This is an optimization exercise on Yosys and OpenROAD, whose aim is small area and a short achievable clock period, not a production implementation. In this exercise RTL edits were held to simulation tests only and were not proved equivalent to the original. Power figures rest on the tool's default switching activity, not on a simulated workload.

<file path="flow/design.v">
package fpmul_pkg;
	localparam int exp_w    = 8;                     
	localparam int frac_w   = 23;                    
	localparam int man_w    = 24;                    
	localparam int exp_bias = 127;
	localparam logic [31:0] qnan = 32'h7fc0_0000;    
	typedef enum logic [1:0] {
		class_zero,   
		class_norm,
		class_inf,
		class_nan
	} fp_class_e;
	typedef struct packed {
		logic invalid;
		logic overflow;
		logic underflow;
		logic inexact;
	} fp_flags_t;
	typedef struct packed {
		logic             sign;
		logic [exp_w-1:0] exp;
		logic [man_w-1:0] man;   
		fp_class_e        cls;
	} fp_operand_t;
	typedef struct packed {
		fp_operand_t a_op;
		fp_operand_t b_op;
	} prep_stage_t;
	typedef struct packed {
		logic                    sign;
		logic signed [exp_w+1:0] exp;    
		logic [2*man_w-1:0]      prod;   
		fp_class_e               cls_a;
		fp_class_e               cls_b;
	} exec_stage_t;
	typedef struct packed {
		logic                    sign;
		logic signed [exp_w+1:0] exp;
		logic [frac_w-1:0]       man;    
		logic                    guard;
		logic                    round;
		logic                    sticky;
		fp_class_e               cls_a;
		fp_class_e               cls_b;
	} norm_stage_t;
	typedef struct packed {
		logic [31:0] result;
		fp_flags_t   flags;
	} fpmul_out_t;
endpackage
`timescale 1ns/10ps
module fpmul_prep (
	input  logic [31:0]            a,
	input  logic [31:0]            b,
	output fpmul_pkg::prep_stage_t ops
);
	logic [fpmul_pkg::exp_w-1:0]  a_e, b_e;
	logic [fpmul_pkg::frac_w-1:0] a_f, b_f;
	assign a_e = a[fpmul_pkg::frac_w +: fpmul_pkg::exp_w];
	assign a_f = a[fpmul_pkg::frac_w-1:0];
	assign b_e = b[fpmul_pkg::frac_w +: fpmul_pkg::exp_w];
	assign b_f = b[fpmul_pkg::frac_w-1:0];
	always_comb begin
		ops.a_op.sign = a[31];
		ops.a_op.exp  = a_e;
		if (a_e == '0) begin
			ops.a_op.man = '0;
			ops.a_op.cls = fpmul_pkg::class_zero;
		end else if (a_e == '1) begin
			ops.a_op.man = {1'b1, a_f};
			ops.a_op.cls = (a_f != '0) ? fpmul_pkg::class_nan : fpmul_pkg::class_inf;
		end else begin
			ops.a_op.man = {1'b1, a_f};   
			ops.a_op.cls = fpmul_pkg::class_norm;
		end
	end
	always_comb begin
		ops.b_op.sign = b[31];
		ops.b_op.exp  = b_e;
		if (b_e == '0) begin
			ops.b_op.man = '0;
			ops.b_op.cls = fpmul_pkg::class_zero;
		end else if (b_e == '1) begin
			ops.b_op.man = {1'b1, b_f};
			ops.b_op.cls = (b_f != '0) ? fpmul_pkg::class_nan : fpmul_pkg::class_inf;
		end else begin
			ops.b_op.man = {1'b1, b_f};
			ops.b_op.cls = fpmul_pkg::class_norm;
		end
	end
endmodule
`timescale 1ns/10ps
module fpmul_execute (
	input  fpmul_pkg::prep_stage_t ops,
	output fpmul_pkg::exec_stage_t prod
);
	logic signed [fpmul_pkg::exp_w+1:0] exp_a;   
	logic signed [fpmul_pkg::exp_w+1:0] exp_b;
	assign exp_a = $signed({2'b00, ops.a_op.exp});
	assign exp_b = $signed({2'b00, ops.b_op.exp});
	always_comb begin
		prod.sign  = ops.a_op.sign ^ ops.b_op.sign;   
		prod.exp   = exp_a + exp_b - (fpmul_pkg::exp_w+2)'(fpmul_pkg::exp_bias);
		prod.prod  = ops.a_op.man * ops.b_op.man;
		prod.cls_a = ops.a_op.cls;   
		prod.cls_b = ops.b_op.cls;
	end
endmodule
`timescale 1ns/10ps
module fpmul_normalize (
	input  fpmul_pkg::exec_stage_t prod,
	output fpmul_pkg::norm_stage_t norm
);
	logic top;   
	assign top = prod.prod[2*fpmul_pkg::man_w-1];
	always_comb begin
		norm.sign  = prod.sign;
		norm.cls_a = prod.cls_a;
		norm.cls_b = prod.cls_b;
		if (top) begin
			norm.exp    = prod.exp + (fpmul_pkg::exp_w+2)'(1);
			norm.man    = prod.prod[46:24];
			norm.guard  = prod.prod[23];
			norm.round  = prod.prod[22];
			norm.sticky = |prod.prod[21:0];
		end else begin
			norm.exp    = prod.exp;
			norm.man    = prod.prod[45:23];
			norm.guard  = prod.prod[22];
			norm.round  = prod.prod[21];
			norm.sticky = |prod.prod[20:0];
		end
	end
endmodule
`timescale 1ns/10ps
module fpmul_round (
	input  fpmul_pkg::norm_stage_t norm,
	output fpmul_pkg::fpmul_out_t  res
);
	logic                    round_up;   
	logic [fpmul_pkg::frac_w:0]         man_rnd;    
	logic signed [fpmul_pkg::exp_w+1:0] exp_rnd;
	logic                    lost;       
	logic                    any_nan;
	logic                    any_inf;
	logic                    any_zero;
	assign round_up = norm.guard & (norm.round | norm.sticky | norm.man[0]);
	assign man_rnd  = {1'b0, norm.man} + (fpmul_pkg::frac_w+1)'(round_up);
	assign exp_rnd  = norm.exp + $signed({{(fpmul_pkg::exp_w+1){1'b0}}, man_rnd[fpmul_pkg::frac_w]});
	assign lost     = norm.guard | norm.round | norm.sticky;
	assign any_nan  = (norm.cls_a == fpmul_pkg::class_nan) || (norm.cls_b == fpmul_pkg::class_nan);
	assign any_inf  = (norm.cls_a == fpmul_pkg::class_inf) || (norm.cls_b == fpmul_pkg::class_inf);
	assign any_zero = (norm.cls_a == fpmul_pkg::class_zero) || (norm.cls_b == fpmul_pkg::class_zero);
	always_comb begin
		res.flags = '0;
		if (any_nan || (any_inf && any_zero)) begin
			res.result        = fpmul_pkg::qnan;   
			res.flags.invalid = 1'b1;
		end else if (any_inf) begin
			res.result = {norm.sign, {fpmul_pkg::exp_w{1'b1}}, {fpmul_pkg::frac_w{1'b0}}};
		end else if (any_zero) begin
			res.result = {norm.sign, 31'b0};   
		end else if (int'(exp_rnd) >= (2**fpmul_pkg::exp_w) - 1) begin
			res.result         = {norm.sign, {fpmul_pkg::exp_w{1'b1}}, {fpmul_pkg::frac_w{1'b0}}};
			res.flags.overflow = 1'b1;
			res.flags.inexact  = 1'b1;
		end else if (int'(exp_rnd) <= 0) begin
			res.result          = {norm.sign, 31'b0};
			res.flags.underflow = 1'b1;
			res.flags.inexact   = 1'b1;
		end else begin
			res.result        = {norm.sign, exp_rnd[fpmul_pkg::exp_w-1:0], man_rnd[fpmul_pkg::frac_w-1:0]};
			res.flags.inexact = lost;
		end
	end
endmodule
`timescale 1ns/10ps
module fpmul_top (
	input  logic                  clk,
	input  logic                  rst,
	input  logic                  in_valid,
	input  logic [31:0]           a,
	input  logic [31:0]           b,
	output logic                  out_valid,
	output fpmul_pkg::fpmul_out_t out
);
	logic [31:0] pipe_0_a;   
	logic [31:0] pipe_0_b;
	fpmul_pkg::prep_stage_t pipe_1;   
	fpmul_pkg::exec_stage_t pipe_2;   
	fpmul_pkg::norm_stage_t pipe_3;   
	fpmul_pkg::fpmul_out_t  pipe_4;   
	logic [4:0]  valid;    
	fpmul_pkg::prep_stage_t prep_ops;
	fpmul_pkg::exec_stage_t exec_prod;
	fpmul_pkg::norm_stage_t norm_res;
	fpmul_pkg::fpmul_out_t  round_res;
	fpmul_prep i_prep (
		.a   (pipe_0_a),
		.b   (pipe_0_b),
		.ops (prep_ops)
	);
	fpmul_execute i_execute (
		.ops  (pipe_1),
		.prod (exec_prod)
	);
	fpmul_normalize i_normalize (
		.prod (pipe_2),
		.norm (norm_res)
	);
	fpmul_round i_round (
		.norm (pipe_3),
		.res  (round_res)
	);
	always_ff @(posedge clk) begin
		if (rst) begin
			valid  <= '0;   
			pipe_0_a <= '0;
			pipe_0_b <= '0;
			pipe_1 <= '0;
			pipe_2 <= '0;
			pipe_3 <= '0;
			pipe_4 <= '0;
		end else begin
			valid    <= {valid[3:0], in_valid};   
			pipe_0_a <= a;
			pipe_0_b <= b;
			pipe_1   <= prep_ops;
			pipe_2   <= exec_prod;
			pipe_3   <= norm_res;
			pipe_4   <= round_res;
		end
	end
	assign out_valid = valid[4];
	assign out       = pipe_4;
endmodule
</file>
<file path="flow/run.sh">
#!/bin/bash
# synth_recipe.tcl (not shown) runs the flow's synth.tcl, then flattens the netlist and writes it again
# the make line also repeats each setting of config.mk as NAME=value (left out here)
make -C /OpenROAD-flow-scripts/flow DESIGN_CONFIG=/design/flow/config.mk WORK_HOME=/design/flow/orfs CLKGATE_MAP_FILE= SYNTH_SCRIPT=/design/flow/synth_recipe.tcl finish
</file>
<file path="flow/constraint.sdc">
create_clock -name core_clock -period 7.5 [get_ports {clk}]
set_input_delay 1.5000 -clock core_clock [delete_from_list [all_inputs] [get_ports {clk}]]
set_output_delay 1.5000 -clock core_clock [all_outputs]
set_load 0.01 [all_outputs]
</file>
<file path="flow/config.mk">
export PLATFORM = sky130hd
export DESIGN_NAME = fpmul_top
export DESIGN_NICKNAME = fpmul_top
export VERILOG_FILES = /design/flow/design.v
export SDC_FILE = /design/flow/constraint.sdc
export NUM_CORES = 4
export LEC_CHECK = 0
export CAP_MARGIN = 20
export CORE_MARGIN = 2
export CORE_UTILIZATION = 40
export SLEW_MARGIN = 20
</file>
==> impl_results.html <==
<table>
<tr><th>Metric</th><th>Value</th></tr>
<tr><th colspan="2">Routing</th></tr>
<tr><td>Initial drt markers</td><td>815</td></tr>
<tr><td>Post-Route WL</td><td>around 66000 um</td></tr>
<tr><td>WL/cell</td><td>about 16 um</td></tr>
<tr><td>First-pass DRT Iterations</td><td>5</td></tr>
<tr><td>Vias after detailed routing</td><td>roughly 19000</td></tr>
<tr><td>Antenna-violating nets left</td><td>0</td></tr>
<tr><td>Drc violations</td><td>0</td></tr>
<tr><td>Average vias per placed instance</td><td>roughly 4.8</td></tr>
<tr><th colspan="2">Placement</th></tr>
<tr><td>Port Buffers</td><td>about 100</td></tr>
<tr><td>Sum of net half-perimeters after detailed placement</td><td>54900 um</td></tr>
<tr><td>Final Wtd Congestion</td><td>0.877</td></tr>
<tr><th colspan="2">Synth</th></tr>
<tr><td>Fraction of registers with async set/reset</td><td>0%</td></tr>
<tr><td>Post-synthesis sequential area ratio</td><td>20.1%</td></tr>
<tr><td>Top post-synthesis cells by count</td><td>inv_1, fa_1, and2_1</td></tr>
<tr><td>Top cell type's share of synthesized area</td><td>34.7%</td></tr>
<tr><td>Dominant cell by count in the synthesized netlist</td><td>inv_1</td></tr>
<tr><td>Average cell area after synthesis</td><td>9.34 um2</td></tr>
<tr><td>Count of cell types in the netlist</td><td>62</td></tr>
<tr><td>#FFs+latches synth</td><td>279</td></tr>
<tr><td>Syn_nets</td><td>3716</td></tr>
<tr><td>Top cells by area in the synthesized netlist</td><td>fa_1, dfxtp_1, ha_1</td></tr>
<tr><td>Post-synthesis cell type with the largest combined area</td><td>fa_1</td></tr>
<tr><td>Flip-flop cell with the highest count after synthesis</td><td>dfxtp_1</td></tr>
<tr><td>Number of synthesized flops with an enable pin</td><td>0</td></tr>
<tr><td>Cell Area, Synth</td><td>0.0278 mm2</td></tr>
<tr><td>Number of warnings reported in the yosys synthesis log</td><td>5</td></tr>
<tr><td>Gate count of the mapped netlist</td><td>2979</td></tr>
<tr><th colspan="2">Cells and area</th></tr>
<tr><td>Fill count</td><td>6687</td></tr>
<tr><td>Final standard cell utilization of the core</td><td>a little under half</td></tr>
<tr><td>Share of final-layout standard cells stronger than drive strength 1</td><td>6.06%</td></tr>
<tr><td>Number of inserted diodes</td><td>0</td></tr>
<tr><td>Area grow syn2layout</td><td>12.5%</td></tr>
<tr><td>Nets</td><td>roughly 3800</td></tr>
<tr><th colspan="2">Clock network</th></tr>
<tr><td>CTS Buf Count</td><td>30</td></tr>
<tr><td>Clock network latency to the later pin of the worst-skew pair</td><td>0.60 ns</td></tr>
<tr><td>Register clock-pin slew on the reported worst setup and hold paths</td><td>0.06 ns</td></tr>
<tr><td>Deepest level of the CTS H-tree</td><td>1</td></tr>
<tr><td>TritonCTS clock tree</td><td>built</td></tr>
<tr><td>Maximum number of buffers from clock root to sink</td><td>3</td></tr>
<tr><td>Number of post-CTS setup repair buffers</td><td>0</td></tr>
<tr><td>Clock sink count</td><td>279</td></tr>
<tr><td>Post-CTS sizing</td><td>0</td></tr>
<tr><td>Cell chosen for the clock root</td><td>clkbuf_16</td></tr>
<tr><td>CTS hold repair buffers</td><td>0</td></tr>
<tr><th colspan="2">STA</th></tr>
<tr><td>Final setup violation count</td><td>0</td></tr>
<tr><td>F_max</td><td>139 MHz</td></tr>
<tr><td>Transition time of the tightest slew-check pin</td><td>0.933 ns</td></tr>
<tr><td>Clock period minus final worst setup slack</td><td>a little over 7 ns</td></tr>
<tr><td>Rel. slew slack</td><td>between 30 and 40%</td></tr>
<tr><td>Fin Hold WS</td><td>0.433 ns</td></tr>
<tr><td>Max Slew Vio Count</td><td>0</td></tr>
<tr><td>Final worst path period share</td><td>95.9%</td></tr>
<tr><td>Post-route clock skew</td><td>0.0159 ns</td></tr>
<tr><td>Final hold violations</td><td>0</td></tr>
<tr><th colspan="2">Floorplanning</th></tr>
<tr><td>Die span in y</td><td>about 270 um</td></tr>
<tr><td>Core area</td><td>just under 0.07 mm2</td></tr>
<tr><td>I/O Pins</td><td>104</td></tr>
<tr><td>Initial core utilization</td><td>40.5%</td></tr>
<tr><td>Die area</td><td>roughly 0.072 mm2</td></tr>
<tr><td>FP Rows</td><td>96</td></tr>
<tr><td>Chip width</td><td>268 um</td></tr>
<tr><th colspan="2">GRT</th></tr>
<tr><td>Largest net degree at the start of global routing</td><td>95</td></tr>
<tr><td>Overall overflow remaining after global route</td><td>0</td></tr>
<tr><td>Wire length of the first global-routing pass</td><td>~110000 um</td></tr>
<tr><td>Total track usage</td><td>19.5%</td></tr>
<tr><td>Vias in the first global route</td><td>21001</td></tr>
<tr><td>Number of antenna violations at the first check in global routing</td><td>1</td></tr>
<tr><th colspan="2">Worst setup path</th></tr>
<tr><td>Critical path cell sequence</td><td>buf_4 &gt; nand2_1 &gt; fa_1 &gt; inv_1 &gt; fa_1 &gt; inv_1 &gt; fa_1 &gt; fa_1 &gt; fa_1 &gt; inv_1 &gt; fa_1 &gt; ha_1 &gt; ha_1 &gt; a21oi_2 &gt; inv_2 &gt; a221o_1 &gt; a31oi_1 &gt; o32ai_1 &gt; a211oi_2 &gt; o21ai_2 &gt; a221oi_2 &gt; mux2_1</td></tr>
<tr><td>Cell with the largest stage delay on the worst path</td><td>dfxtp_1</td></tr>
<tr><td>Critical path class</td><td>reg2reg</td></tr>
<tr><td>Gate family responsible for the most delay along the worst path</td><td>adder cells</td></tr>
<tr><td>Buf/Inv on CP</td><td>5</td></tr>
<tr><td>Capturing element type of the critical path</td><td>flop</td></tr>
<tr><td>Arrival time worst endpoint</td><td>7.66 ns</td></tr>
<tr><td>Critical path launch point type</td><td>flop</td></tr>
<tr><td>Required time reported for the critical path endpoint</td><td>7.97 ns</td></tr>
<tr><td>Peak per-stage delay on the critical path</td><td>0.69 ns</td></tr>
<tr><td>Max Fanout on Critical Path</td><td>13</td></tr>
<tr><td>Most Frequent Cell on Critical Path</td><td>fa_1</td></tr>
<tr><th colspan="2">Min path</th></tr>
<tr><td>Class of the worst hold path</td><td>reg2reg</td></tr>
<tr><th colspan="2">Pwr</th></tr>
<tr><td>Power per unit of standard cell area</td><td>126 mW/mm2</td></tr>
<tr><td>Peak supply drop</td><td>160 uV</td></tr>
<tr><td>Standby leakage power</td><td>14.6 nW</td></tr>
<tr><th colspan="2">Flow run</th></tr>
<tr><td>Maximum Capacitance Violations</td><td>0</td></tr>
<tr><th colspan="2">Outcome</th></tr>
<tr><td>Run status</td><td>complete, no violations</td></tr>
</table>
-- state kept, by name, summed over array words and instances (netlist names) --
register,flops
pipe_0_a,32
valid,5
pipe_4,36
pipe_3,41
pipe_1,70
pipe_0_b,32
pipe_2,63
-- stage by stage --
stage / cell area [um2] / cells / power [W] / setup slack, ns / setup TNS, ns
2_1_floorplan: 27800 / 2979 / 0.00215 / 0.798 / 0
3_3_place_gp: 30200 / 3965 / 0.00245 / 0.303 / 0
3_5_place_dp: 30200 / 3965 / 0.00245 / 0.222 / 0
4_1_cts: 31300 / 4019 / 0.00400 / 0.211 / 0
5_1_grt: 31300 / 4019 / 0.00417 / -0.00971 / -0.00971
6_report: 31300 / 4019 / 0.00394 / 0.310 / 0
-- layer usage --
metal	wire [um]	vias to the layer above	track usage [%]
li1	-	9105	-
met1	28100	9581	25.0
met2	32500	409	34.8
met3	2910	102	2.10
met4	2040	0	5.69
met5	0	-	0
-- where the power goes --
group / switching, W / internal, W / total (W)
combinational: 0.000432 / 0.000325 / 0.000757
clock: 0.000624 / 0.000901 / 0.00152
sequential: 0.0000906 / 0.00156 / 0.00165
-- final timing paths --
check                           cells after the start  slack, ns        from          to
worst min-delay path                                1       0.43    valid[0]    valid[1]
worst max register to register                     22       0.31  pipe_1[56]  pipe_2[47]
worst min register to register                      1       0.43    valid[0]    valid[1]
worst max-delay path                               22       0.31  pipe_1[56]  pipe_2[47]
-- cell type report --
cell class,instances,area [um2],share of cell area (%)
well taps,931,1160,3.72
inverters,536,2010,6.43
multi-input cells,2020,19700,62.9
repair buffers,199,1790,5.72
clock inverters,13,183,0.584
clock buffers,41,852,2.72
flip-flops and latches,279,5610,17.9
-- placed cells by master, fill, tap and decap left out, types with 10 or more instances in the layout --
cell / Yosys / final
nand2_1: 326 / 326
xor2_1: 39 / 39
a21oi_1: 49 / 49
and3_1: 15 / 15
mux2i_1: 27 / 27
nor2_1: 142 / 142
buf_4: 0 / 93
nor4_1: 18 / 18
nand3_1: 27 / 27
nor3_1: 10 / 10
nand4_1: 27 / 27
and2_1: 355 / 355
o21ai_0: 34 / 34
dfxtp_2: 0 / 19
inv_1: 535 / 535
clkdlybuf4s50_1: 0 / 102
xnor2_1: 54 / 54
nor2b_1: 115 / 115
a21o_1: 26 / 26
ha_1: 187 / 187
clkbuf_16: 0 / 30
fa_1: 483 / 483
dfxtp_1: 279 / 260
-- cell families after synthesis --
logic type	synth area share, %
flip-flops	20.1
buffers and inverters	9.20
multiplexers	1.05
AND/OR/NAND/NOR	19.4
adder cells (fa/ha/maj)	43.1
AO/OA/AOI/OAI	4.24
XOR/XNOR	2.93

[port drivers added, routing unchanged]
In the flow no input, the clock included, has a driving cell. The finished layout below was timed again as built, in two steps. Step 1: set_driving_cell puts a clkbuf_16 on clk and a buf_2 on each other input, an assumption about the parent block. Step 2 times the ports against the registers' clock, not the clock port: input delays grow and output delays shrink by t, the midpoint of the rising clock arrivals with the driver on. Three values: no drivers, after step 1, after step 2; two values: the first two.
t (ns): 0.643
setup slack, ns: 0.310 / 0.310 / 0.310
hold slack, ns: 0.433 / 0.433 / 0.433
worst setup path after step 2: register to register
After both steps setup and hold are still met in this run. The setup slack of this run moves by 0.000 ns with the drivers and by 0.000 ns with both steps.
